This is an optimization exercise on Yosys and OpenROAD, whose aim is small area, not a production implementation.
For this run, only the layout was checked, not whether the RTL still works.
No activity file was given, so power comes from the tool's default toggle rates.

[flow/config.mk]
export PLATFORM = sky130hd
export DESIGN_NAME = cvn_top
export DESIGN_NICKNAME = cvn_top
export VERILOG_FILES = /design/flow/design.v
export SDC_FILE = /design/flow/constraint.sdc
export NUM_CORES = 4
export LEC_CHECK = 0
export CAP_MARGIN = 20
export CORE_MARGIN = 2
export CORE_UTILIZATION = 40
export CTS_CLUSTER_DIAMETER = 100
export CTS_CLUSTER_SIZE = 30
export PLACE_DENSITY = 0.6
export SLEW_MARGIN = 20
[flow/constraint.sdc]
create_clock -name core_clock -period 11.0 [get_ports {clk}]
set_input_delay 2.2000 -clock core_clock [delete_from_list [all_inputs] [get_ports {clk}]]
set_output_delay 2.2000 -clock core_clock [all_outputs]
set_load 0.01 [all_outputs]
[flow/design.v]
module cvn_top #(
	parameter int SAMPLE_WIDTH = 24
) (
	input  logic                    clk,
	input  logic                    arst_n,
	input  logic                    psel,
	input  logic                    penable,
	input  logic                    pwrite,
	input  logic [1:0]              paddr,
	input  logic [31:0]             pwdata,
	output logic [31:0]             prdata,
	output logic                    pready,
	input  logic                    cmd_valid,
	output logic                    cmd_ready,
	input  logic [1:0]              cmd_opcode,
	input  logic [SAMPLE_WIDTH-1:0] cmd_re,
	input  logic [SAMPLE_WIDTH-1:0] cmd_im,
	output logic                    rsp_valid,
	input  logic                    rsp_ready,
	output logic                    rsp_kind,
	output logic [SAMPLE_WIDTH-1:0] rsp_re,
	output logic [SAMPLE_WIDTH-1:0] rsp_im,
	output logic [31:0]             rsp_norm,
	output logic                    rsp_zero,
	output logic                    rsp_sat
);
	localparam logic [3:0] ST_INIT  = 4'd0;
	localparam logic [3:0] ST_IDLE  = 4'd1;
	localparam logic [3:0] ST_AMUL  = 4'd2;
	localparam logic [3:0] ST_AADD  = 4'd3;
	localparam logic [3:0] ST_ASAT  = 4'd4;
	localparam logic [3:0] ST_SMUL  = 4'd5;
	localparam logic [3:0] ST_SCONV = 4'd6;
	localparam logic [3:0] ST_FMUL  = 4'd7;
	localparam logic [3:0] ST_FMOVE = 4'd8;
	localparam logic [3:0] ST_FSQRT = 4'd9;
	localparam logic [3:0] ST_FDIV  = 4'd11;
	localparam logic [3:0] ST_FCLR  = 4'd12;
	localparam logic [3:0] ST_DONE  = 4'd13;
	logic [3:0]  st;
	logic [5:0]  c;       
	logic [6:0]  b;       
	logic [5:0]  t;       
	logic        cy, m, mn, seen, ovt, brw;
	logic [63:0] S;
	logic [31:0] R, Gr, W;
	logic        gdef;    
	wire [31:0] G = gdef ? 32'h0100_0000 : Gr;
	logic [23:0] D;
	logic        vld, kind, zro, sat;
	wire         part = kind;
	wire         zf = !zro;
	logic [6:0] plast;
	logic [5:0] nlast;
	logic       algn;
	always_comb begin
		plast = 7'd63;
		nlast = 6'd0;
		algn  = 1'b1;
		case (st)
			ST_AMUL:  begin plast = 7'd24; nlast = 6'd24; end
			ST_AADD:  algn = (c == 6'd0);
			ST_SMUL:  begin plast = 7'd31; nlast = 6'd24; algn = (c[4:0] == 5'd0); end
			ST_SCONV: plast = 7'd31;
			ST_FMUL:  begin plast = 7'd64; nlast = 6'd63; algn = (c == 6'd0); end
			ST_FMOVE: begin plast = 7'd31; algn = (c == 6'd0); end
			ST_FSQRT: begin plast = 7'd61; nlast = 6'd29; algn = (c == 6'd30); end
			ST_FDIV:  begin plast = 7'd62; nlast = 6'd31; algn = (c[4:0] == 5'd0); end
			default: ;
		endcase
	end
	wire busy = (st != ST_IDLE) && (st != ST_DONE);
	wire act  = busy && ((b != 7'd0) || (t != 6'd0) || algn);
	wire pend = act && (b == plast);
	wire send = pend && (t == nlast);
	wire [23:0] xv  = part ? cmd_im : cmd_re;
	wire        xs  = xv[23];
	wire        blo = (b < 7'd24);
	wire        xb  = blo && xv[b[4:0]];
	wire        seen_b = (b != 7'd0) && seen;
	wire        ab  = blo && (xb ^ (xs && seen_b));    
	logic ain, bin, cin;
	wire  s  = ain ^ bin ^ cin;
	wire  co = (ain & bin) | (ain & cin) | (bin & cin);
	logic s_wr, s_val, r_wr, r_val, w_sh, w_in, d_sh, d_in;
	logic rj, satp, outb, mm, tb, kb;
	always_comb begin
		ain   = 1'b0;
		bin   = 1'b0;
		cin   = (b == 7'd0) ? 1'b0 : cy;
		s_wr  = 1'b0;
		s_val = 1'b0;
		r_wr  = 1'b0;
		r_val = 1'b0;
		w_sh  = 1'b0;
		w_in  = 1'b0;
		d_sh  = 1'b0;
		d_in  = 1'b0;
		rj    = (b == 7'd31) ? ovt : W[1];
		satp  = !brw || ovt;
		outb  = satp ? (xs ? (b == 7'd23) : (b != 7'd23)) : (rj ^ (xs && seen_b));
		mm    = (b == 7'd0) ? S[0] : m;
		tb    = 1'b0;
		kb    = 1'b0;
		case (st)
			ST_INIT: begin
				s_wr  = 1'b1;
				r_wr  = 1'b1;
				r_val = (c[4:0] == 5'd24);
			end
			ST_AMUL: begin
				ain  = (t != 6'd0) && (b != 7'd24) && D[0];
				bin  = m && ab;
				d_sh = act;
				d_in = s;
				w_sh = act && (b == 7'd0) && (t != 6'd0);
				w_in = s;
			end
			ST_AADD: begin
				ain   = S[0];
				bin   = (c < 6'd24) ? W[8] : ((c < 6'd48) ? D[0] : 1'b0);
				cin   = (c == 6'd0) ? 1'b0 : cy;
				s_wr  = act;
				s_val = s;
				w_sh  = act && (c < 6'd24);
				w_in  = W[0];
				d_sh  = act && (c >= 6'd24) && (c < 6'd48);
				d_in  = D[0];
			end
			ST_ASAT: begin
				s_wr  = 1'b1;
				s_val = 1'b1;
			end
			ST_SMUL: begin
				ain  = (t == 6'd0) ? (b == 7'd24) : rj;
				bin  = m && R[0];
				w_sh = act;
				w_in = s;
				kb   = (b == 7'd24) || ((b == 7'd1) && xs);
			end
			ST_SCONV: begin
				w_sh = act;
				w_in = (b < 7'd24) && outb;
				d_sh = act && !part && (b < 7'd24);
				d_in = outb;
			end
			ST_FMUL: begin
				ain   = (t != 6'd0) && (b < 7'd32) && W[0];
				bin   = (b < 7'd32) && mm && G[b[4:0]];
				w_sh  = act && (b <= 7'd32);
				w_in  = s;
				s_wr  = act && (b == 7'd0);
				s_val = s;
			end
			ST_FMOVE: begin
				s_wr  = act;
				s_val = W[0];
				w_sh  = act;
				d_sh  = act;
			end
			ST_FSQRT: begin
				ain   = (b < 7'd2) ? S[0] : ((t != 6'd0) && R[0]);
				tb    = (b == 7'd0) ? 1'b1 : (b == 7'd1) ? m : (b == 7'd2) ? mn : W[0];
				bin   = m ? tb : !tb;
				cin   = (b == 7'd0) ? !m : cy;
				r_wr  = act && (b < 7'd32);
				r_val = s;
				w_sh  = act && (b < 7'd32);
				w_in  = (b >= 7'd4) ? seen : ((b == 7'd3) && mn);
				kb    = (b == 7'd3) || (b == 7'd11);
			end
			ST_FDIV: begin
				ain   = (t == 6'd0) ? (b == 7'd9) : ((b != 7'd0) && S[0]);
				bin   = m ? !W[3] : W[3];
				cin   = (b == 7'd0) ? m : cy;
				w_sh  = act && (b < 7'd32);
				w_in  = W[0];
				s_wr  = act && (b < 7'd32);
				s_val = s;
				r_wr  = act && (b == 7'd31);
				r_val = zf ? (!s || sat) : (t == 6'd7);
			end
			ST_FCLR: begin
				s_wr = 1'b1;
			end
			default: ;
		endcase
	end
	wire bw_sm = (!s && (kb || ((b != 7'd1) && brw))) || (kb && (b != 7'd1) && brw);
	wire bw_in = (b != 7'd3) && brw;
	wire bw_qf = (!w_in && (kb || bw_in)) || (kb && bw_in);
	logic [3:0] st_nx;
	always_comb begin
		st_nx = st;
		case (st)
			ST_INIT:  st_nx = ST_IDLE;
			ST_AMUL:  st_nx = ST_AADD;
			ST_AADD:  st_nx = part ? (ovt ? ST_ASAT : ST_DONE) : ST_AMUL;
			ST_ASAT:  st_nx = ST_DONE;
			ST_SMUL:  st_nx = ST_SCONV;
			ST_SCONV: st_nx = part ? ST_DONE : ST_SMUL;
			ST_FMUL:  st_nx = ST_FMOVE;
			ST_FMOVE: st_nx = ST_FSQRT;
			ST_FSQRT: st_nx = ST_FDIV;
			ST_FDIV:  st_nx = ST_FCLR;
			ST_FCLR:  st_nx = ST_DONE;
			default:  st_nx = ST_IDLE;
		endcase
	end
	wire start = (st == ST_IDLE) && cmd_valid && (cmd_opcode != 2'd3) && !vld;
	assign cmd_ready = (st == ST_DONE) || ((st == ST_IDLE) && (cmd_opcode == 2'd3));
	always_ff @(posedge clk or negedge arst_n) begin
		if (!arst_n) begin
			st  <= ST_INIT;
			c   <= '0;
			b   <= '0;
			t   <= '0;
			vld <= 1'b0;
			gdef <= 1'b1;
		end else begin
			c <= c + 6'd1;
			if (psel && penable && pwrite && (paddr == 2'd0)) begin
				gdef <= 1'b0;
			end
			if (vld && rsp_ready) begin
				vld <= 1'b0;
			end
			if (send) begin
				st  <= st_nx;
				b   <= '0;
				t   <= '0;
			end else if (pend) begin
				b   <= '0;
				t   <= t + 6'd1;
			end else if (act) begin
				b   <= b + 7'd1;
			end
			if (start) begin
				case (cmd_opcode)
					2'd0:    st <= ST_AMUL;
					2'd1:    st <= ST_FMUL;
					default: st <= ST_SMUL;
				endcase
			end
			if (st == ST_DONE) begin
				st <= ST_IDLE;
				if (cmd_opcode != 2'd0) begin
					vld <= 1'b1;
				end
			end
		end
	end
	always_ff @(posedge clk) begin
		if (psel && penable && pwrite && (paddr == 2'd0)) begin
			Gr <= pwdata;
		end
		S <= {s_wr ? s_val : S[0], S[63:1]};
		R <= {r_wr ? r_val : R[0], R[31:1]};
		if (w_sh) begin
			W <= {w_in, W[31:1]};
		end
		if (d_sh) begin
			D <= {d_in, D[23:1]};
		end
		if (act) begin
			cy <= co;
		end
		if (start) begin
			kind <= 1'b0;
			m    <= 1'b0;
			ovt  <= 1'b0;
			zro  <= (cmd_opcode == 2'd1);
			sat  <= 1'b0;
		end
		if (st == ST_DONE) begin
			kind <= (cmd_opcode == 2'd1);
		end
		case (st)
			ST_AMUL, ST_SMUL: begin
				if (act) begin
					seen <= seen_b || xb;
					if (b == {1'b0, t}) begin
						mn <= ab;
					end
					if (pend) begin
						m <= mn;
					end
				end
				if (st == ST_SMUL && act) begin
					if (b == 7'd31) begin
						ovt <= co;
					end
					if (b != 7'd0) begin
						brw <= bw_sm;
					end
				end
			end
			ST_AADD: begin
				if (act && c == 6'd63) begin
					ovt <= ovt || co;
				end
				if (send) begin
					kind <= 1'b1;
					m    <= 1'b0;
				end
			end
			ST_SCONV: begin
				if (act) begin
					seen <= seen_b || rj;
				end
				if (send) begin
					sat  <= sat || satp;
					kind <= 1'b1;
					m    <= 1'b0;
				end
			end
			ST_FMUL: begin
				if (act && b == 7'd0) begin
					m   <= S[0];
					zro <= zro && !S[0];
				end
				if (send) begin
					m  <= 1'b0;
					mn <= 1'b0;
				end
			end
			ST_FSQRT: begin
				if (w_sh) begin
					seen <= W[0];
				end
				if (act && b == 7'd31) begin
					m  <= s;
					mn <= !s;
				end
				if (w_sh && b >= 7'd3) begin
					brw <= bw_qf;
				end
				if (send) begin
					sat <= brw;
					m   <= 1'b1;
				end
			end
			ST_FDIV: begin
				if (act && b == 7'd31) begin
					m <= !s;
				end
			end
			ST_FCLR: begin
				if (send) begin
					sat <= sat && !zro;
				end
			end
			default: ;
		endcase
	end
	assign pready    = 1'b1;
	assign prdata    = (paddr == 2'd0) ? G : 32'd0;
	assign rsp_valid = vld;
	assign rsp_kind  = kind;
	assign rsp_re    = D;
	assign rsp_im    = {W[23:3] & {21{!kind}}, W[2:0]};
	assign rsp_norm  = {3'b000, W[31:24], W[23:3] & {21{kind}}};
	assign rsp_zero  = zro;
	assign rsp_sat   = sat;
endmodule
[flow/flow/run.sh]
#!/bin/bash
# The standard layout (the standard.sh, unchanged synthesis and steps), with the
# port buffers that global placement inserts taken as sky130_fd_sc_hd__buf_1.
# make's full output goes to flow_make.log in the work folder; ORFS keeps each
# step's own log under orfs/logs/.
set -euo pipefail
export BUFFER_PORTS_ARGS="-buffer_cell sky130_fd_sc_hd__buf_1"
bash standard.sh > flow_make.log 2>&1
[flow/standard.sh]
#!/bin/bash
# synth_recipe.tcl (not shown) runs the flow's synth.tcl, then flattens the netlist and writes it again
# the make line also repeats each setting of config.mk as NAME=value (left out here)
make -C /OpenROAD-flow-scripts/flow DESIGN_CONFIG=/design/flow/config.mk WORK_HOME=/design/flow/orfs CLKGATE_MAP_FILE= SYNTH_SCRIPT=/design/flow/synth_recipe.tcl "${@:-finish}"
==> results.toml <==
[clocking]
path_clk_slew_ps = 120
numCtsBuffers = 11
cts_tree = "built"
cts_buffer_depth = 3
cts_resized = 0
clock-root-buffer = "clkbuf_16"
clock_latency_ps = 480
cts_hold_buffers = 0
cts_sinks = 218
cts_setup_buffers = 0
cts_max_level = 1

[status]
status = "timing/DRC/antenna clean"

[routing]
wl_per_cell_um = 17.1
vias_per_cell = 5.19
vias = 6838
drt_first_pass_iters = 5
drt_wl_total_um = 22500
postRouteAntennaNets = 0
drtIter0Drc = 487
drc = 0

[setup_path]
cp.required_ps = 8800
startpoint_type = "input pin"
worstPathArrival_ps = 3770
path_buf_inv = 2
cp_slowest_cell = "nor2_1"
crit_fanout = 22
cp_top_family = "simple AND/OR/NAND/NOR gates"
cp_common_cell = "buf_1"
slowest_delay_ps = 720
crit_chain = "buf_1 > or2_2 > nor2_1 > and2_1 > buf_1"
endpoint_kind = "primary output"
crit_type = "in2out"

[final_layout]
seq_area_um2 = 5410
area_growth_pct = 13.6
finalInstanceArea_um2 = 10700
multiInputGateArea_um2 = 3570
diodes = 0
drive_gt1_frac = 0.0631
final_common_cell = "buf_1"
layout_common_cells = "buf_1 (204), dfxtp_1 (100), edfxtp_1 (92)"
fin_nets = 1095
nFillCells = 2236

[sta]
min_period_ps = 5970
worst_pin_slew_ps = 910
setup_viol = 0
finalHoldViolations = 0
fin_tns_setup_ps = 0
fmax_ghz = 0.168
fin_crit_sh = 0.543
grt_setup_unrepaired = "no"
fin_skew_ps = 38.3
relSlewSlack = 0.391
holdWs_ps = 325
slew_violations = 0

[floorplan]
die_y_um = 157
dieArea_um2 = 24700
die-width_um = 157
core_um2 = 23300
start_util = 0.404
ioPinCount = 209
fp-row-count = 56

[global_routing]
grt_max_degree = 68
grt_pass1_vias = 6414
antenna_found_initial = 0
grt-ovfl-total = 0
grt_pass1_wl_um = 34800
gr-usage-all-layers = 0.177

[power_and_ir_drop]
power_density_nw_per_um2 = 123
ir_drop_mv = 0.0726
p_leak_nw = 3.98

[place]
place_congestion = 0.975
dp_hpwl_um = 16200
port_buffers = 204
dpl_cell_area_um2 = 10300

[logic_synthesis]
ys_seq_area_frac = 0.576
async_flop_share = 0.115
synth_cell_types = 85
synth_edf_count = 92
synth.avg_cell_area_um2 = 11.3
synthFlopType = "dfxtp_1"
synth.ff_latch_count = 218
syn_area_um2 = 9390
syn_inst = 833
yosysWarnings = 1

[job]
cap_viol_max_count = 0

[worst_hold_path]
hp-class = "reg2reg"
sequential cells by signal, indices dropped and copies added (netlist names), 4 cells and up:
register  flops
S            64
W            32
b             7
R            32
Gr           32
D            24
c             6
st            4
t             6
area by class of cell:
type | count | area share
Multi-Input combinational cell | 523 | 0.335
Tap cell | 319 | 0.0374
Sequential cell | 218 | 0.507
Clock buffer | 16 | 0.0276
Inverter | 24 | 0.00844
Clock inverter | 1 | 0.00281
Timing Repair Buffer | 217 | 0.0816
metrics by stage:
stage	util	instances	worst slack, ps	power [mW]
final	0.459	1318	5030	1.31
after global routing	0.459	1318	4810	1.36
after CTS	0.458	1317	5020	1.33
after detailed placement	0.444	1300	5020	0.895
after global placement	0.444	1300	5110	0.895
after floorplan	-	835	5750	0.877
synth_stat cells (12+ instances only):
master,count,area [um^2]
dfxtp_1,101,2020
nand2_1,35,131
xor2_1,12,105
and2_1,55,344
nand2b_1,21,131
nor2b_1,32,200
o21ai_0,37,185
clkbuf_1,39,146
nor2_1,51,191
mux4_2,13,293
edfxtp_1,92,2760
mux2i_1,19,190
dfrtp_1,24,601
buf_4,15,113
a21oi_1,36,180
nor3_1,18,90.1
inv_1,24,90.1
nand3_1,33,165
power breakdown:
group          switching, mW  internal, mW  total (mW)
Combinational         0.0178        0.0170      0.0348
Clock                  0.243         0.194       0.437
Sequential          0.000890         0.841       0.842
Total                  0.262          1.05        1.31
logic make-up after synthesis:
group	Yosys count	share of synthesized area
buf+inv	94	0.0456
flops	218	0.576
fa+ha+maj	10	0.0139
compound gates	164	0.118
simple gates	286	0.167
mux	39	0.0598
other cells	2	0.000800
xor+xnor	20	0.0187
final timing paths:
path	start	end	slack [ps]	cells after the start
setup / recovery	paddr[1]	prdata[20]	5030	5
hold / removal	R[6]	R[5]	320	0
setup reg to reg	b[2]	brw	6280	14
hold reg to reg	R[6]	R[5]	320	0
max in group asynchronous	arst_n	gdef	8940	2
min in group asynchronous	arst_n	st[2]	1720	2
metal layers:
metal | GRT usage | vias to the layer above | share of wire | wire length (um)
li1 | - | 3297 | - | -
met1 | 0.245 | 3225 | 0.45 | 10100
met2 | 0.290 | 266 | 0.46 | 10300
met3 | 0.0256 | 50 | 0.069 | 1540
met4 | 0.0515 | 0 | 0.027 | 610
met5 | 0 | - | 0 | 0

-- afterwards: timing with drivers on the ports --
No port has a modelled driver above. Below, the same layout with a new extraction and two added sets of constraints. Step 1 sets driving cells, clkbuf_16 on the clock port and buf_2 on the other inputs (assumed; they add their load-dependent delay and slew). Step 2 also shifts input and output timing later by t, the mid clock arrival at the registers, as if the neighbouring blocks saw the same clock. Slacks: ideal ports / drivers / drivers and shift; pairs: ideal ports / drivers.
t, ns: 0.505
setup slack, ns: 5.032 / 5.012 / 5.012
worst register clock-pin slew, ns: 0.12 / 0.12
worst slew at a driven data input, ns: 0.05
After both steps this run still meets setup and hold. For this run, drivers alone change the setup slack by -0.020 ns; drivers and shift together by -0.020 ns.
